This is an optimization exercise on Yosys and OpenROAD, whose aim is small area, a short achievable clock period and few clock cycles, not a production implementation.
The RTL was checked by simulation tests, not by an equivalence proof against the original design.
Power figures rest on the tool's default switching activity, not on a simulated workload.

==> design.v <==
package md5_pkg;
  localparam logic [31:0] INIT_A = 32'h67452301;
  localparam logic [31:0] INIT_B = 32'hefcdab89;
  localparam logic [31:0] INIT_C = 32'h98badcfe;
  localparam logic [31:0] INIT_D = 32'h10325476;
  localparam logic [7:0]  PAD_MARK = 8'h80;
  localparam logic KIND_DATA = 1'b0;
  localparam logic KIND_FINISH = 1'b1;
  typedef enum logic [1:0] {
    C_IDLE,
    C_LOAD,
    C_RUN,
    C_FOLD
  } cst_t;
endpackage
module md5_blkbuf (
  input  logic        clk,
  input  logic        we,
  input  logic        wbank,
  input  logic [5:0]  waddr,
  input  logic [7:0]  wdata,
  input  logic        rbank,
  input  logic [3:0]  raddr,
  output logic [31:0] rdata
);
  logic [1023:0] mem;
  always_ff @(posedge clk) begin
    for (int i = 0; i < 128; i++) begin
      if (we && {wbank, waddr} == 7'(i)) begin
        mem[8*i +: 8] <= wdata;
      end
    end
  end
  assign rdata = mem[32*{rbank, raddr} +: 32];
endmodule
import md5_pkg::*;
module md5_byte_stream_digest (
  input  logic        clk,
  input  logic        rst,
  input  logic        msg_valid,
  output logic        msg_ready,
  input  logic        msg_kind,
  input  logic [7:0]  msg_data_byte,
  output logic        digest_valid,
  input  logic        digest_ready,
  output logic [31:0] digest_word_a,
  output logic [31:0] digest_word_b,
  output logic [31:0] digest_word_c,
  output logic [31:0] digest_word_d
);
  logic        cur;             
  logic        cont;            
  logic [5:0]  off;             
  logic [1:0]  busy;            
  logic [1:0]  first;           
  logic [1:0]  padb;            
  logic [5:0]  fill [2];        
  logic [54:0] hi [2];          
  logic        acc;
  logic        blk_end;
  assign msg_ready = !busy[cur];
  assign acc = msg_valid && msg_ready;
  assign blk_end = acc && (msg_kind == KIND_FINISH || off == 6'd63);
  always_ff @(posedge clk) begin
    if (rst) begin
      cur <= 1'b0;
      cont <= 1'b0;
      off <= 6'd0;
    end else if (acc) begin
      if (blk_end) begin
        off <= 6'd0;
        cur <= !cur;
        cont <= (msg_kind == KIND_DATA);
      end else begin
        off <= off + 6'd1;
      end
    end
  end
  always_ff @(posedge clk) begin
    for (int i = 0; i < 2; i++) begin
      if (acc && cur == 1'(i)) begin
        if (off == 6'd0) begin
          hi[i] <= cont ? hi[1-i] + 55'd1 : 55'd0;
          first[i] <= !cont;
        end
        fill[i] <= off;
        padb[i] <= (msg_kind == KIND_FINISH);
      end
    end
  end
  md5_pkg::cst_t cst;
  logic        cb;              
  logic        ph2;             
  logic [5:0]  rnd;
  logic        out_valid;
  logic [31:0] wb, wc, wd;      
  logic [31:0] tq;              
  logic [31:0] wq;              
  logic [3:0]  fs;              
  logic [15:0] rs;              
  logic [31:0] s0, s1, s2, s3;  
  logic        c_first, c_spill, c_final;
  logic        nx_bank, nx_ph2, nx_ready;
  logic        go;
  logic        shift;
  logic [31:0] fbase, fo;
  assign c_first = first[cb] && !ph2;
  assign c_spill = padb[cb] && (fill[cb][5:3] == 3'd7) && !ph2;
  assign c_final = padb[cb] && !c_spill;
  assign nx_bank = c_spill ? cb : !cb;
  assign nx_ph2  = c_spill;
  assign nx_ready = c_spill || busy[!cb];
  assign go = busy[cb] && !(first[cb] && !ph2 && out_valid && !digest_ready);
  logic        rd_bank, rd_ph2;
  logic [3:0]  rd_g;
  logic [5:0]  rd_r;
  logic [31:0] raw, wsel;
  logic [63:0] bit_len;
  logic        lenw;
  assign rd_r = rnd + 6'd2;
  always_comb begin
    rd_bank = cb;
    rd_ph2 = ph2;
    rd_g = 4'd0;
    unique case (cst)
      C_IDLE: rd_g = 4'd0;
      C_LOAD: rd_g = 4'd1;
      C_RUN: begin
        case (rd_r[5:4])
          2'd0:    rd_g = rd_r[3:0];
          2'd1:    rd_g = rd_r[3:0] * 4'd5 + 4'd1;
          2'd2:    rd_g = rd_r[3:0] * 4'd3 + 4'd5;
          default: rd_g = rd_r[3:0] * 4'd7;
        endcase
      end
      default: begin
        rd_bank = nx_bank;
        rd_ph2 = nx_ph2;
        rd_g = 4'd0;
      end
    endcase
  end
  md5_blkbuf u_buf (
    .clk   (clk),
    .we    (acc),
    .wbank (cur),
    .waddr (off),
    .wdata (msg_kind == KIND_FINISH ? PAD_MARK : msg_data_byte),
    .rbank (rd_bank),
    .raddr (rd_g),
    .rdata (raw)
  );
  assign bit_len = {hi[rd_bank], fill[rd_bank], 3'b000};
  assign lenw = padb[rd_bank] && (rd_ph2 || fill[rd_bank][5:3] != 3'd7);
  always_comb begin
    for (int i = 0; i < 4; i++) begin
      if (!rd_ph2 && (!padb[rd_bank] || {rd_g, 2'(i)} <= fill[rd_bank])) begin
        wsel[8*i +: 8] = raw[8*i +: 8];
      end else begin
        wsel[8*i +: 8] = 8'h00;
      end
    end
    if (lenw && rd_g == 4'd14) begin
      wsel = bit_len[31:0];
    end else if (lenw && rd_g == 4'd15) begin
      wsel = bit_len[63:32];
    end
  end
  logic [5:0]  nidx;
  logic [31:0] k_const;
  assign nidx = (cst == C_RUN) ? rnd + 6'd1 : 6'd0;
  always_comb begin
    case (nidx)
      6'd0:  k_const = 32'hd76aa478;  6'd1:  k_const = 32'he8c7b756;
      6'd2:  k_const = 32'h242070db;  6'd3:  k_const = 32'hc1bdceee;
      6'd4:  k_const = 32'hf57c0faf;  6'd5:  k_const = 32'h4787c62a;
      6'd6:  k_const = 32'ha8304613;  6'd7:  k_const = 32'hfd469501;
      6'd8:  k_const = 32'h698098d8;  6'd9:  k_const = 32'h8b44f7af;
      6'd10: k_const = 32'hffff5bb1;  6'd11: k_const = 32'h895cd7be;
      6'd12: k_const = 32'h6b901122;  6'd13: k_const = 32'hfd987193;
      6'd14: k_const = 32'ha679438e;  6'd15: k_const = 32'h49b40821;
      6'd16: k_const = 32'hf61e2562;  6'd17: k_const = 32'hc040b340;
      6'd18: k_const = 32'h265e5a51;  6'd19: k_const = 32'he9b6c7aa;
      6'd20: k_const = 32'hd62f105d;  6'd21: k_const = 32'h02441453;
      6'd22: k_const = 32'hd8a1e681;  6'd23: k_const = 32'he7d3fbc8;
      6'd24: k_const = 32'h21e1cde6;  6'd25: k_const = 32'hc33707d6;
      6'd26: k_const = 32'hf4d50d87;  6'd27: k_const = 32'h455a14ed;
      6'd28: k_const = 32'ha9e3e905;  6'd29: k_const = 32'hfcefa3f8;
      6'd30: k_const = 32'h676f02d9;  6'd31: k_const = 32'h8d2a4c8a;
      6'd32: k_const = 32'hfffa3942;  6'd33: k_const = 32'h8771f681;
      6'd34: k_const = 32'h6d9d6122;  6'd35: k_const = 32'hfde5380c;
      6'd36: k_const = 32'ha4beea44;  6'd37: k_const = 32'h4bdecfa9;
      6'd38: k_const = 32'hf6bb4b60;  6'd39: k_const = 32'hbebfbc70;
      6'd40: k_const = 32'h289b7ec6;  6'd41: k_const = 32'heaa127fa;
      6'd42: k_const = 32'hd4ef3085;  6'd43: k_const = 32'h04881d05;
      6'd44: k_const = 32'hd9d4d039;  6'd45: k_const = 32'he6db99e5;
      6'd46: k_const = 32'h1fa27cf8;  6'd47: k_const = 32'hc4ac5665;
      6'd48: k_const = 32'hf4292244;  6'd49: k_const = 32'h432aff97;
      6'd50: k_const = 32'hab9423a7;  6'd51: k_const = 32'hfc93a039;
      6'd52: k_const = 32'h655b59c3;  6'd53: k_const = 32'h8f0ccc92;
      6'd54: k_const = 32'hffeff47d;  6'd55: k_const = 32'h85845dd1;
      6'd56: k_const = 32'h6fa87e4f;  6'd57: k_const = 32'hfe2ce6e0;
      6'd58: k_const = 32'ha3014314;  6'd59: k_const = 32'h4e0811a1;
      6'd60: k_const = 32'hf7537e82;  6'd61: k_const = 32'hbd3af235;
      6'd62: k_const = 32'h2ad7d2bb;  default: k_const = 32'heb86d391;
    endcase
  end
  logic [31:0] f, sum, rot, new_b, xa, xt;
  assign f = ({32{fs[0]}} & ((wb & wc) | (~wb & wd)))
           | ({32{fs[1]}} & ((wb & wd) | (wc & ~wd)))
           | ({32{fs[2]}} & (wb ^ wc ^ wd))
           | ({32{fs[3]}} & (wc ^ (wb | ~wd)));
  assign sum = f + tq;
  always_comb begin
    rot = '0;
    for (int i = 0; i < 16; i++) begin
      if (rs[i]) begin
        case (i)
          0:  rot = rot | {sum[24:0], sum[31:25]};   
          1:  rot = rot | {sum[19:0], sum[31:20]};   
          2:  rot = rot | {sum[14:0], sum[31:15]};   
          3:  rot = rot | {sum[9:0],  sum[31:10]};   
          4:  rot = rot | {sum[26:0], sum[31:27]};   
          5:  rot = rot | {sum[22:0], sum[31:23]};   
          6:  rot = rot | {sum[17:0], sum[31:18]};   
          7:  rot = rot | {sum[11:0], sum[31:12]};   
          8:  rot = rot | {sum[27:0], sum[31:28]};   
          9:  rot = rot | {sum[20:0], sum[31:21]};   
          10: rot = rot | {sum[15:0], sum[31:16]};   
          11: rot = rot | {sum[8:0],  sum[31:9]};    
          12: rot = rot | {sum[25:0], sum[31:26]};   
          13: rot = rot | {sum[21:0], sum[31:22]};   
          14: rot = rot | {sum[16:0], sum[31:17]};   
          default: rot = rot | {sum[10:0], sum[31:11]};   
        endcase
      end
    end
  end
  assign new_b = wb + rot;
  assign xa = c_first ? INIT_A : s3;
  assign xt = (cst == C_RUN) ? wd : xa;
  assign shift = (cst == C_RUN && rnd >= 6'd61) || cst == C_FOLD;
  always_comb begin
    if (!c_first) begin
      fbase = s3;
    end else if (cst == C_FOLD) begin
      fbase = INIT_B;
    end else if (rnd == 6'd61) begin
      fbase = INIT_A;
    end else if (rnd == 6'd62) begin
      fbase = INIT_D;
    end else begin
      fbase = INIT_C;
    end
  end
  assign fo = fbase + wb;
  always_ff @(posedge clk) begin
    if (shift) begin
      s3 <= s2;
      s2 <= s1;
      s1 <= s0;
      s0 <= fo;
    end
  end
  always_ff @(posedge clk) begin
    wq <= wsel;
    tq <= xt + k_const + wq;
    fs <= 4'b0001 << nidx[5:4];
    rs <= 16'd1 << {nidx[5:4], nidx[1:0]};
    if (cst == C_LOAD) begin
      wb <= c_first ? INIT_B : s0;
      wc <= c_first ? INIT_C : s1;
      wd <= c_first ? INIT_D : s2;
    end else begin
      wb <= new_b;
      wc <= wb;
      wd <= wc;
    end
  end
  always_ff @(posedge clk) begin
    if (rst) begin
      cst <= C_IDLE;
      cb <= 1'b0;
      ph2 <= 1'b0;
      rnd <= 6'd0;
      out_valid <= 1'b0;
      busy <= 2'b00;
    end else begin
      if (out_valid && digest_ready) begin
        out_valid <= 1'b0;
      end
      for (int i = 0; i < 2; i++) begin
        if (blk_end && cur == 1'(i)) begin
          busy[i] <= 1'b1;
        end else if (cst == C_FOLD && !c_spill && cb == 1'(i)) begin
          busy[i] <= 1'b0;
        end
      end
      unique case (cst)
        C_IDLE: begin
          if (go) begin
            cst <= C_LOAD;
          end
        end
        C_LOAD: begin
          rnd <= 6'd0;
          cst <= C_RUN;
        end
        C_RUN: begin
          rnd <= rnd + 6'd1;
          if (rnd == 6'd63) begin
            cst <= C_FOLD;
          end
        end
        default: begin
          cb <= nx_bank;
          ph2 <= nx_ph2;
          if (c_final) begin
            out_valid <= 1'b1;
          end
          if (nx_ready && !(c_final && !c_spill)) begin
            cst <= C_LOAD;
          end else begin
            cst <= C_IDLE;
          end
        end
      endcase
    end
  end
  assign digest_valid = out_valid;
  assign digest_word_a = s3;
  assign digest_word_b = s0;
  assign digest_word_c = s1;
  assign digest_word_d = s2;
endmodule
==> run.sh <==
#!/bin/bash
# synth_recipe.tcl (not shown) runs the flow's synth.tcl, then flattens the netlist and writes it again
# the make line also repeats each setting of config.mk as NAME=value (left out here)
make -C /OpenROAD-flow-scripts/flow DESIGN_CONFIG=/design/flow/config.mk WORK_HOME=/design/flow/orfs CLKGATE_MAP_FILE= SYNTH_SCRIPT=/design/flow/synth_recipe.tcl finish
==> config.mk <==
export PLATFORM = sky130hd
export DESIGN_NAME = md5_byte_stream_digest
export DESIGN_NICKNAME = md5_byte_stream_digest
export VERILOG_FILES = /design/flow/design.v
export SDC_FILE = /design/flow/constraint.sdc
export NUM_CORES = 4
export LEC_CHECK = 0
export CAP_MARGIN = 20
export CORE_MARGIN = 2
export CORE_UTILIZATION = 40
export SLEW_MARGIN = 20
==> constraint.sdc <==
create_clock -name core_clock -period 10.0 [get_ports {clk}]
set_input_delay 2.0000 -clock core_clock [delete_from_list [all_inputs] [get_ports {clk}]]
set_output_delay 2.0000 -clock core_clock [all_outputs]
set_load 0.01 [all_outputs]
==> results_dict.tcl, run 1 <==
set metrics [dict create \
    routed_wl_um 252000 \
    io_pins 143 \
    synthXorXnorAreaFrac_pct 3.32 \
    wl_met1_um 110000 \
    dp_hpwl_um 167000 \
    postCtsSetupBuffers 0 \
    die_area_mm2 0.194 \
    tns_ns 0 \
    final_cell_mix "1482 x nand2_1, 1278 x edfxtp_1, 512 x nand3_1, 507 x nor2_1, 288 x o21ai_0" \
    met3_length_um 22500 \
    grt_pass1_vias 55700 \
    netlist-cell-type-count 114 \
    firstDrtPassIters 8 \
    grt_pass1_wl_um 372000 \
    ys_ff_latch 1479 \
    drive_gt1_share_pct 6.56 \
    slowest_delay_ns 0.75 \
    ant_nets 0 \
    fin_nets 7468 \
    hold_end "s3[5]" \
    syn_inst 7345 \
    synth_fa_ha_area_share_pct 3.64 \
    arrival_ns 9.43 \
    clk_pin_slew_ns 0.06 \
    dieWidth_um 440 \
    reg2reg_setup_slack_ns 1.22 \
    viasPerCell 6.00 \
    hold_buffers 0 \
    rows 160 \
    powerDensity_mw_per_mm2 328 \
    crit_family "compound AO/OA/AOI/OAI gates" \
    r2r_cells 28 \
    ys.flop_type "edfxtp_1" \
    setup_viol 0 \
    synthMuxAreaShare_pct 1.18 \
    relSlewSlack_pct 18.3 \
    min_period_over_period_pct 87.8 \
    postSynth.asyncResetShare_pct 0 \
    slew_violations 0 \
    root_buffer "clkbuf_16" \
    grt_max_degree 185 \
    synth_compound_area_share_pct 14.0 \
    multi_input_area_mm2 0.0308 \
    clkSinkCount 1479 \
    clockBufferDepth 3 \
    worst_pin_slew_ns 1.21 \
    grt_antenna_before_repair 8 \
    fin_crit_ns 8.78 \
    place_congestion 0.966 \
    synth_edf_count 1278 \
    h-tree-depth 4 \
    ys_seq_area_share_pct 55.7 \
    fin_util_pct 44.8 \
    criticalPathCategory "register to register" \
    crit_slowest_cell "clkinv_1" \
    syn_area_per_cell_um2 10.4 \
    end_kind "register" \
    syn_to_final_growth_pct 11.7 \
    required_ns 10.66 \
    peakVddDrop_uv 321 \
    critical_path_buf_inv_count 2 \
    cts_resized 0 \
    cts_buffers 162 \
    min-delay-start "s2[5]" \
    dr_wl_met2_um 110000 \
    yosys.area_share.simple_pct 18.0 \
    synth_top_family_by_area "simple AND/OR/NAND/NOR gates" \
    drcViolationCount 0 \
    yosysWarnings 4 \
    overflow 0 \
    min_path_type "register to register" \
    die_height_um 440 \
    fmax_mhz 114 \
    fill_cells 17500 \
    syn_nets 7558 \
    cts_tree "built" \
    final_common_cell "nand2_1" \
    outcome "no timing/DRC/antenna violations" \
    drt_iter0_markers 8038 \
    r2r_end "wb[28]" \
    wire_per_inst_um 25.4 \
    regArea_mm2 0.0424 \
    clock_skew_ns 0.0624 \
    start_util_pct 40.1 \
    path_max_fanout 27 \
    vias 59400 \
    portBuffers 142 \
    reg2reg_from "fs[1]" \
    worst_setup_path_start_kind "register" \
    track_usage_pct 25.4 \
    top_layer "met5" \
    syn_area_mm2 0.0761 \
    core_area_mm2 0.190 \
    rsz0062_at_grt "no" \
    p_leak_uw 0.0297 \
    cap_violations 0 \
    min_path_cells 0 \
    clk-insertion-delay-late_ns 0.85 \
    hold_violations 0 \
]
[cells by family after synthesis]
| family | count (synthesis) |
|---|---|
| adders and majority gates | 200 |
| DFF | 1479 |
| buffers and inverters | 749 |
| xor gates and xnor gates | 278 |
| and+or+nand+nor | 3085 |
| muxes | 66 |
| AOI/OAI and AO/OA | 1488 |
[synth_stat cells (all sizes together), types with 20 or more instances]
| cell type | number | share of area (%) |
|---|---|---|
| a21o | 59 | 0.58 |
| inv | 218 | 1.1 |
| nor3 | 104 | 0.70 |
| clkbuf | 323 | 1.6 |
| o211ai | 48 | 0.49 |
| a222oi | 39 | 0.51 |
| a311oi | 174 | 2.0 |
| nand2b | 28 | 0.23 |
| dfxtp | 201 | 5.3 |
| ha | 164 | 2.7 |
| nand2 | 1485 | 7.3 |
| a22oi | 69 | 0.70 |
| and3 | 196 | 1.6 |
| xor2 | 96 | 1.1 |
| buf | 207 | 1.5 |
| nand4 | 64 | 0.53 |
| a31oi | 88 | 0.73 |
| o21bai | 23 | 0.23 |
| nor2b | 25 | 0.21 |
| nand3 | 515 | 3.4 |
| edfxtp | 1278 | 50 |
| a21oi | 258 | 1.7 |
| a211oi | 40 | 0.46 |
| xnor2 | 181 | 2.1 |
| a21boi | 20 | 0.20 |
| o22ai | 49 | 0.40 |
| and2 | 31 | 0.25 |
| fa | 36 | 0.95 |
| o21ai | 301 | 2.0 |
| o31ai | 28 | 0.31 |
| or3 | 46 | 0.38 |
| mux2i | 44 | 0.58 |
| a311o | 63 | 0.83 |
| a221oi | 53 | 0.63 |
| nor2 | 515 | 2.5 |
[worst max-delay path by stage]
stage | startpoint | end | slack [ns] | cells past startpoint
after floorplan | fs[3] | wb[28] | 3.05 | 32
after global placement | fs[1] | wb[28] | 1.41 | 30
after detailed placement | fs[1] | wb[28] | 1.34 | 28
after CTS | fs[1] | wb[28] | 1.28 | 28
after global routing | fs[1] | wb[28] | 0.56 | 28
final | fs[1] | wb[28] | 1.22 | 28
[per-stage QoR]
| stage | hold WS (ns) | total power [µW] | cell area, µm² | worst slack [ns] | cells |
|---|---|---|---|---|---|
| after floorplan | 0.424 | 17700 | 76100 | 3.05 | 7345 |
| after global placement | 0.463 | 21500 | 79600 | 1.41 | 9598 |
| after detailed placement | 0.464 | 21600 | 79600 | 1.34 | 9598 |
| after CTS | 0.478 | 27600 | 84900 | 1.28 | 9897 |
| after global routing | 0.484 | 29400 | 85000 | 0.564 | 9901 |
| final | 0.474 | 27900 | 85000 | 1.22 | 9902 |
[per-layer routing]
metal	vias up	track usage [%]
met2	2721	37.3
met1	29400	36.9
met4	4	9.66
met3	450	5.04
met5	-	0
li1	26800	-
[report_power, final]
part	internal [µW]	switching, µW
sequential	7260	573
clock	3370	2610
combinational	5170	8890
total	15800	12100
[sequential cells by signal, indices dropped and copies added (netlist names), 4 cells and up]
name / flops
fs: 4
s3: 32
wd: 32
off: 6
rnd: 6
wb: 32
s1: 32
wq: 32
tq: 32
wc: 32
u_buf.mem: 1024
fill: 12
s0: 32
rs: 16
s2: 32
hi: 110
[layout make-up]
cell class | instances | share of cell area [%]
Clock inverter | 81 | 1.08
Sequential cell | 1479 | 49.9
Clock buffer | 218 | 5.15
Timing Repair Buffer | 276 | 2.97
Multi-Input combinational cell | 5117 | 36.2
Antenna cell | 1 | 0.00294
Tap cell | 2511 | 3.70
Inverter | 219 | 0.991
Testbench counts, summed over its fixed seeds: cycles 31,537.
==> inputs of run 2 (changes only) <==
--- a/config.mk
+++ b/config.mk
@@ -9,3 +9,4 @@
 export CORE_MARGIN = 2
 export CORE_UTILIZATION = 40
+export SETUP_SLACK_MARGIN = 5
 export SLEW_MARGIN = 20
==> results_dict.tcl, run 2 <==
set metrics [dict create \
    finalPower_uw 32700 \
    synthTopCellsByArea "edfxtp_1 50%, nand2_1 7.3%, dfxtp_1 5.3%" \
    clock_skew_ns 0.0504 \
    vias 62400 \
    clk_pin_slew_ns 0.06 \
    portBuffers 142 \
    syn_inst 7345 \
    crit_start "fs[3]" \
    drt_iter0_markers 8153 \
    final_cell_mix "1451 x nand2_1, 1278 x edfxtp_1, 506 x nand3_1, 481 x nor2_1, 300 x buf_4" \
    reg2reg_from "fs[3]" \
    grt_max_degree 162 \
    start_util_pct 40.1 \
    firstDrtPassIters 10 \
    fin_util_pct 48.0 \
    grt_antenna_before_repair 7 \
    r2r_end "wb[31]" \
    place_congestion 0.938 \
    yosysTopAreaCell "edfxtp_1" \
    slew_violations 0 \
    hold_end "s2[25]" \
    overflow 0 \
    syn_nets 7558 \
    synth_fa_ha_area_share_pct 3.64 \
    min_path_type "register to register" \
    largest_register_ff_count 1024 \
    min-delay-start "s1[25]" \
    reg.largest.list "u_buf.mem: 1024 flops, hi: 110 flops" \
    syn_area_mm2 0.0761 \
    rows 160 \
    ys_ff_latch 1479 \
    die_height_um 440 \
    postSynth.asyncResetShare_pct 0 \
    clkSinkCount 1479 \
    hold_buffers 0 \
    hold_slack_ns 0.495 \
    fill_cells 17000 \
    synth_compound_area_share_pct 14.0 \
    wire_per_inst_um 27.1 \
    min_path_cells 0 \
    arrival_ns 7.52 \
    setup_viol 0 \
    h-tree-depth 4 \
    core_area_mm2 0.190 \
    criticalPathCategory "register to register" \
    die_area_mm2 0.194 \
    synth.top_cell.area_share_pct 50.4 \
    rsz0062_at_grt "yes" \
    largest-register "u_buf.mem" \
    fin_nets 7760 \
    peakVddDrop_uv 377 \
    path_max_fanout 16 \
    clockBufferDepth 3 \
    synthTopCellsByCount "1484 x nand2_1, 1278 x edfxtp_1, 513 x nor2_1" \
    cap_violations 0 \
    synthXorXnorAreaFrac_pct 3.32 \
    fin_crit_ns 6.79 \
    ys.flop_type "edfxtp_1" \
    end_kind "register" \
    final_common_cell "nand2_1" \
    worst_pin_slew_ns 1.13 \
    diodes 0 \
    grt_pass1_vias 57600 \
    min_period_over_period_pct 67.9 \
    ant_nets 0 \
    grt_pass1_wl_um 396000 \
    synthMuxAreaShare_pct 1.18 \
    root_buffer "clkbuf_16" \
    viasPerCell 6.12 \
    fin_cells 10200 \
    required_ns 10.73 \
    slowest_delay_ns 0.50 \
    powerDensity_mw_per_mm2 359 \
    routed_wl_um 276000 \
    io_pins 143 \
    netlist-cell-type-count 114 \
    drive_gt1_share_pct 15.3 \
    relSlewSlack_pct 24.4 \
    syn_to_final_growth_pct 19.5 \
    drcViolationCount 0 \
    crit_slowest_cell "a221oi_1" \
    p_leak_uw 0.0320 \
    track_usage_pct 27.3 \
    synth_top_family_by_area "simple AND/OR/NAND/NOR gates" \
    dieWidth_um 440 \
    reg2reg_setup_slack_ns 3.21 \
    worst_setup_path_start_kind "register" \
    synth_edf_count 1278 \
    dp_cells 9593 \
    tns_ns 0 \
    cts_buffers 161 \
    outcome "no timing/DRC/antenna violations" \
    yosysWarnings 4 \
    ys_seq_area_share_pct 55.7 \
    cts_tree "built" \
    dp_hpwl_um 172000 \
    yosys.area_share.simple_pct 18.0 \
    fmax_mhz 147 \
    synth_most_common_cell "nand2_1" \
    r2r_cells 32 \
    hold_violations 0 \
    clk-insertion-delay-late_ns 0.82 \
    syn_area_per_cell_um2 10.4 \
]
## run 2: cell counts after synthesis
No cell type changed its count.
## run 2: power breakdown
group	leakage [µW]	internal, µW	switching [µW]	total, µW
clock	0.00253	3350	2590	5940
combinational	0.0167	7860	11000	18800
sequential	0.0128	7270	621	7890
## run 2: stage by stage
step	setup slack, ns	instance area, µm²
floorplan	3.96	76400
global placement	1.84	79700
detailed placement	1.73	79700
CTS	3.12	88800
global route	2.99	90900
finish	3.21	90900
## run 2: cell families (layout without fill, tap and decap cells)
logic type | count (synthesis) | in the layout
and+or+nand+nor | 3085 | 3090
AOI/OAI and AO/OA | 1488 | 1489
DFF | 1479 | 1479
buffers and inverters | 749 | 1078
xor gates and xnor gates | 278 | 279
adders and majority gates | 200 | 200
muxes | 66 | 66
## run 2: critical path: cells and delay by family (launching register included)
family          cells  cell delay, ns
simple gates        8            1.05
fa+ha+maj           3            0.94
flops               1            0.46
compound gates     15            3.47
buf+inv             4            0.58
xor+xnor            2            0.22
## run 2: final cells by class
type / count / area, µm² / share of cell area, %
Clock inverter: 86 / 922 / 1.01
Multi-Input combinational cell: 5124 / 33500 / 36.8
Tap cell: 2511 / 3140 / 3.46
Timing Repair inverter: 6 / 51.3 / 0.0564
Timing Repair Buffer: 556 / 5580 / 6.14
Sequential cell: 1479 / 42500 / 46.7
Clock buffer: 211 / 4340 / 4.77
Inverter: 219 / 935 / 1.03
## run 2: what timing repair did
item,4_1_cts,5_1_grt
endpoints found under the setup margin,112,86
resized for setup,481,253
buffers inserted,173,99
cloned,21,7
endpoints found under the hold margin,0,0
pin swaps,127,153
## run 2: per-layer routing
| metal | wire [µm] | global-route usage [%] | vias up |
|---|---|---|---|
| met3 | 27900 | 6.01 | 620 |
| met1 | 118000 | 39.8 | 31100 |
| met2 | 119000 | 39.6 | 3227 |
| met4 | 11600 | 10.5 | 6 |
| met5 | 48 | 0 | - |
| li1 | - | - | 27400 |
## run 2: worst max-delay path by stage
stage	endpoint	slack [ns]	cells past startpoint
after floorplan	wb[31]	3.96	31
after detailed placement	wb[31]	1.73	26
final	wb[31]	3.21	32
after global routing	wb[31]	2.99	32
after CTS	wb[28]	3.12	32
after global placement	wb[31]	1.84	26

[re-timing with driven ports]
How much do the figures lean on ideal ports? The routed layouts below were timed once more, with nothing changed but the port constraints.
Step 1, drivers: a clkbuf_16 drives clk and a buf_2 each remaining input, both assumed.
Step 2 also shifts input and output timing later by t, the mid clock arrival at the registers, as if the neighbouring blocks saw the same clock.
a / b / c = ideal ports / drivers / drivers and shift; a / b = the first two.
run | t, ns | slack for setup (ns) | cell pins on the clock port's net
run 1 | 0.899 | 1.222 / 1.222 / 1.222 | 1
run 2 | 0.891 | 3.214 / 3.214 / 3.214 | 1
After both steps every run listed still meets setup and hold.
